Background: an optimization exercise with open tools, aiming at small area, a short achievable clock period and few clock cycles. Do not read the settings as production practice. In this exercise RTL edits were held to simulation tests only and were not proved equivalent to the original. Power is estimated from default activity; no workload was simulated.

Setup of oak:
==> flow/design.v <==
package llc_pkg;
    localparam int LLC_WAYS      = 4;
    localparam int LLC_SETS      = 16;
    localparam int LLC_SET_BITS  = 4;
    localparam int LLC_TAG_BITS  = 8;
    localparam int LLC_WAY_BITS  = 2;
    localparam int LLC_LINE_BITS = 32;
    typedef logic [LLC_TAG_BITS+LLC_SET_BITS-1:0] line_addr_t;
    typedef logic [LLC_SET_BITS-1:0]              llc_set_t;
    typedef logic [LLC_TAG_BITS-1:0]              llc_tag_t;
    typedef logic [LLC_WAY_BITS-1:0]              llc_way_t;
    typedef logic [LLC_LINE_BITS-1:0]             line_t;
    typedef logic [LLC_WAYS-1:0]                  way_mask_t;
    typedef struct packed {
        logic       write;
        line_addr_t addr;
        line_t      data;
    } cpu_req_t;
    typedef struct packed {
        line_t data;
    } cpu_rsp_t;
    typedef struct packed {
        logic       write;
        line_addr_t addr;
        line_t      data;
    } mem_req_t;
    typedef struct packed {
        line_t data;
    } mem_rsp_t;
    typedef struct packed {
        logic     hit;
        llc_way_t hit_way;
        llc_way_t victim_way;
        logic     victim_valid;
        logic     victim_dirty;
        llc_tag_t victim_tag;
    } tag_result_t;
    typedef enum logic [2:0] {
        IDLE,
        LOOKUP,
        PROCESS,
        WRITEBACK,
        FILL_REQ,
        FILL_WAIT,
        RESPOND
    } llc_state_e;
endpackage
`timescale 1ns/1ps
module llc_core (
    input  logic              clk,
    input  logic              rst,
    input  logic              cpu_req_valid_i,
    output logic              cpu_req_ready_o,
    input  llc_pkg::cpu_req_t cpu_req_i,
    output logic              cpu_rsp_valid_o,
    input  logic              cpu_rsp_ready_i,
    output llc_pkg::cpu_rsp_t cpu_rsp_o,
    output logic              mem_req_valid_o,
    input  logic              mem_req_ready_i,
    output llc_pkg::mem_req_t mem_req_o,
    input  logic              mem_rsp_valid_i,
    output logic              mem_rsp_ready_o,
    input  llc_pkg::mem_rsp_t mem_rsp_i
);
    localparam int W  = llc_pkg::LLC_WAYS;
    localparam int S  = llc_pkg::LLC_SETS;
    localparam int LB = llc_pkg::LLC_LINE_BITS;
    localparam int TB = llc_pkg::LLC_TAG_BITS;
    logic                   full_q  [S];
    llc_pkg::llc_way_t      ptr_q   [S];
    logic [W-1:0]           dirty_q [S];
    llc_pkg::llc_tag_t      tag_q   [S][W];
    llc_pkg::line_t         data_q  [S][W];
    logic                   busy_q;
    logic                   wr_q;
    llc_pkg::llc_set_t      set_q;
    llc_pkg::llc_tag_t      rtag_q;
    llc_pkg::llc_tag_t      vtag_q;
    llc_pkg::llc_way_t      way_q;
    logic                   st_q;       
    logic                   rsp_valid_q;
    llc_pkg::line_t         rsp_q;      
    logic                   mreq_q;
    logic                   wb_q;
    llc_pkg::line_t         mdata_q;
    logic                   fill_q;
    logic                   wr;
    llc_pkg::llc_set_t      set;
    llc_pkg::llc_tag_t      tag;
    llc_pkg::line_t         wdata;
    logic [S-1:0]           sdec;
    logic [W-1:0]           lw_way;     
    logic [W-1:0]           fwd;
    logic                   full;
    llc_pkg::llc_way_t      ptr;
    logic [W-1:0]           ptr_oh;
    logic [W-1:0]           valid;
    logic [W-1:0]           dirty;
    llc_pkg::llc_tag_t      way_tag  [W];
    llc_pkg::line_t         way_data [W];
    logic [W-1:0]           hit_oh;
    logic                   hit;
    logic                   hit_ptr;
    llc_pkg::line_t         hit_data;
    llc_pkg::line_t         ptr_data;
    llc_pkg::llc_tag_t      vtag;
    logic                   fill_now;
    logic                   rsp_fire;
    logic                   acc;
    logic                   lwe;        
    llc_pkg::line_t         lwdata;
    assign wr    = cpu_req_i.write;
    assign set   = cpu_req_i.addr[llc_pkg::LLC_SET_BITS-1:0];
    assign tag   = cpu_req_i.addr[llc_pkg::LLC_SET_BITS +: TB];
    assign wdata = cpu_req_i.data;
    assign fill_now        = fill_q && mem_rsp_valid_i;
    assign cpu_rsp_valid_o = rsp_valid_q || fill_now;
    assign cpu_rsp_o.data  = (fill_q && !wr_q) ? mem_rsp_i.data : rsp_q;
    assign rsp_fire        = cpu_rsp_valid_o && cpu_rsp_ready_i;
    assign cpu_req_ready_o = !busy_q || rsp_fire;
    assign acc             = cpu_req_valid_i && cpu_req_ready_o;
    assign mem_req_valid_o = mreq_q;
    assign mem_req_o.write = wb_q;
    assign mem_req_o.addr  = {(wb_q ? vtag_q : rtag_q), set_q};
    assign mem_req_o.data  = mdata_q;
    assign mem_rsp_ready_o = fill_q;
    assign lwe    = st_q || fill_now;
    assign lwdata = (fill_q && !wr_q) ? mem_rsp_i.data : rsp_q;
    always_comb begin
        for (int s = 0; s < S; s++) sdec[s] = (set == llc_pkg::llc_set_t'(s));
        for (int w = 0; w < W; w++) begin
            lw_way[w] = lwe && (way_q == llc_pkg::llc_way_t'(w));
            fwd[w]    = lw_way[w] && (set == set_q);
        end
    end
    always_comb begin
        full = 1'b0;
        ptr  = '0;
        for (int s = 0; s < S; s++) begin
            full = full | (sdec[s] & full_q[s]);
            ptr  = ptr  | ({2{sdec[s]}} & ptr_q[s]);
        end
        for (int w = 0; w < W; w++) begin
            ptr_oh[w]   = (ptr == llc_pkg::llc_way_t'(w));
            valid[w]    = full || (llc_pkg::llc_way_t'(w) < ptr);
            dirty[w]    = 1'b0;
            way_tag[w]  = '0;
            way_data[w] = {LB{fwd[w]}} & lwdata;
            for (int s = 0; s < S; s++) begin
                dirty[w]    = dirty[w]    | (sdec[s] & dirty_q[s][w]);
                way_tag[w]  = way_tag[w]  | ({TB{sdec[s]}} & tag_q[s][w]);
                way_data[w] = way_data[w] |
                              ({LB{sdec[s] && !(lw_way[w] && set_q == llc_pkg::llc_set_t'(s))}} & data_q[s][w]);
            end
            hit_oh[w] = valid[w] && (way_tag[w] == tag);
        end
    end
    always_comb begin
        hit_data = {LB{wr}} & wdata;
        ptr_data = '0;
        vtag     = '0;
        for (int w = 0; w < W; w++) begin
            hit_data = hit_data | ({LB{hit_oh[w] && !wr}} & way_data[w]);
            ptr_data = ptr_data | ({LB{ptr_oh[w]}} & way_data[w]);
            vtag     = vtag     | ({TB{ptr_oh[w]}} & way_tag[w]);
        end
    end
    assign hit     = |hit_oh;
    assign hit_ptr = |(hit_oh & ptr_oh);
    always_ff @(posedge clk or negedge rst) begin
        if (!rst) begin
            for (int s = 0; s < S; s++) begin
                full_q[s] <= 1'b0;
                ptr_q[s]  <= '0;
            end
            busy_q      <= 1'b0;
            st_q        <= 1'b0;
            rsp_valid_q <= 1'b0;
            mreq_q      <= 1'b0;
            wb_q        <= 1'b0;
            fill_q      <= 1'b0;
        end else begin
            st_q <= 1'b0;
            if (rsp_fire) begin
                busy_q      <= 1'b0;
                rsp_valid_q <= 1'b0;
            end
            if (fill_now) begin
                fill_q <= 1'b0;
                if (!cpu_rsp_ready_i) rsp_valid_q <= 1'b1;
            end
            if (mreq_q && mem_req_ready_i) begin
                if (wb_q) begin
                    wb_q <= 1'b0;
                end else begin
                    mreq_q <= 1'b0;
                    fill_q <= 1'b1;
                end
            end
            if (acc) begin
                busy_q <= 1'b1;
                if (hit) begin
                    rsp_valid_q <= 1'b1;
                    st_q        <= wr;
                end else begin
                    mreq_q <= 1'b1;
                    wb_q   <= full && dirty[ptr];
                end
                for (int s = 0; s < S; s++) begin
                    if (sdec[s] && (!hit || (wr && hit_ptr))) begin
                        ptr_q[s] <= ptr + 2'd1;
                        if (ptr == 2'd3) full_q[s] <= 1'b1;
                    end
                end
            end
        end
    end
    always_ff @(posedge clk) begin
        if (acc) begin
            wr_q    <= wr;
            set_q   <= set;
            rtag_q  <= tag;
            vtag_q  <= vtag;
            way_q   <= hit ? {hit_oh[3] | hit_oh[2], hit_oh[3] | hit_oh[1]} : ptr;
            rsp_q   <= hit_data;
            mdata_q <= ptr_data;
            for (int s = 0; s < S; s++) begin
                for (int w = 0; w < W; w++) begin
                    if (sdec[s] && !hit && ptr_oh[w]) begin
                        tag_q[s][w]   <= tag;
                        dirty_q[s][w] <= wr;
                    end else if (sdec[s] && wr && hit_oh[w]) begin
                        dirty_q[s][w] <= 1'b1;
                    end
                end
            end
        end else if (fill_now && !cpu_rsp_ready_i) begin
            rsp_q <= lwdata;
        end
        for (int s = 0; s < S; s++)
            for (int w = 0; w < W; w++)
                if (lwe && set_q == llc_pkg::llc_set_t'(s) && way_q == llc_pkg::llc_way_t'(w))
                    data_q[s][w] <= lwdata;
    end
endmodule
clock: 6.5 ns
lec_check: 0
cap_margin: 20
core_margin: 2
core_utilization: 40
slew_margin: 20
run.sh (not shown) runs the stock make flow with config.mk's settings and CLKGATE_MAP_FILE= SYNTH_SCRIPT=/design/flow/synth_recipe.tcl, a recipe that flattens the netlist after the stock synthesis.
Testbench counts of oak, summed over its fixed seeds: cycles 31,143.
Changes in pine relative to oak:
--- a/flow/design.v
+++ b/flow/design.v
@@ -128,9 +128,9 @@
     assign lwdata = (fill_q && !wr_q) ? mem_rsp_i.data : rsp_q;
     always_comb begin
         for (int s = 0; s < S; s++) sdec[s] = (set == llc_pkg::llc_set_t'(s));
         for (int w = 0; w < W; w++) begin
-            lw_way[w] = lwe && (way_q == llc_pkg::llc_way_t'(w));
+            lw_way[w] = (st_q || fill_q) && (way_q == llc_pkg::llc_way_t'(w));
             fwd[w]    = lw_way[w] && (set == set_q);
         end
     end
     always_comb begin
@@ -151,9 +151,12 @@
                 way_tag[w]  = way_tag[w]  | ({TB{sdec[s]}} & tag_q[s][w]);
                 way_data[w] = way_data[w] |
                               ({LB{sdec[s] && !(lw_way[w] && set_q == llc_pkg::llc_set_t'(s))}} & data_q[s][w]);
             end
-            hit_oh[w] = valid[w] && (way_tag[w] == tag);
+            hit_oh[w] = 1'b0;
+            for (int s = 0; s < S; s++)
+                hit_oh[w] = hit_oh[w] | (sdec[s] && tag_q[s][w] == tag);
+            hit_oh[w] = hit_oh[w] && valid[w];
         end
     end
     always_comb begin
         hit_data = {LB{wr}} & wdata;
--- outcome ---
On final standard cell utilization of the core, pine tracks oak almost exactly. Going from oak to pine, net load switching power saw a decrease, global routing met3 resource utilization saw a decrease, depth of the CTS H-tree saw little to no change. pine vs oak on remaining max-slew budget at the tightest pin: pine is the higher one. Lower shortest clock period the worst path allows after layout goes to pine over oak. As of pine, number of instances in the placed design had risen by a few percent compared to oak. Overall power came out higher on pine than on oak.
Testbench counts of pine, summed over its fixed seeds: cycles 31,143.

-- re-timing with driven ports --
The results above use ideal ports. As a check the final layouts listed here were re-extracted and re-timed, cells and wires unchanged. Step 1, drivers: a clkbuf_16 drives clk and a buf_2 each remaining input, both assumed. Step 2, shift: input delay + t, output delay - t, t = (earliest + latest rising clock arrival at the registers) / 2. This alone moves slack from input paths to output paths. Slacks: no drivers / after step 1 / after step 2; pairs: no drivers / after step 1.
run | shift t [ns] | slack for setup (ns) | hold WS [ns] | worst slew at a driven data input, ns
oak | 1.019 | 0.509 / 0.569 / -0.450 | 0.466 / 0.466 / 0.466 | 0.16
pine | 0.954 | 1.097 / 1.001 / 0.314 | 0.489 / 0.489 / 0.489 | 0.17
With both steps, setup timing fails in oak, where it was met with ideal ports. The setup slack of oak, which loses most, moves by +0.060 ns with the drivers and by -0.959 ns with both steps.
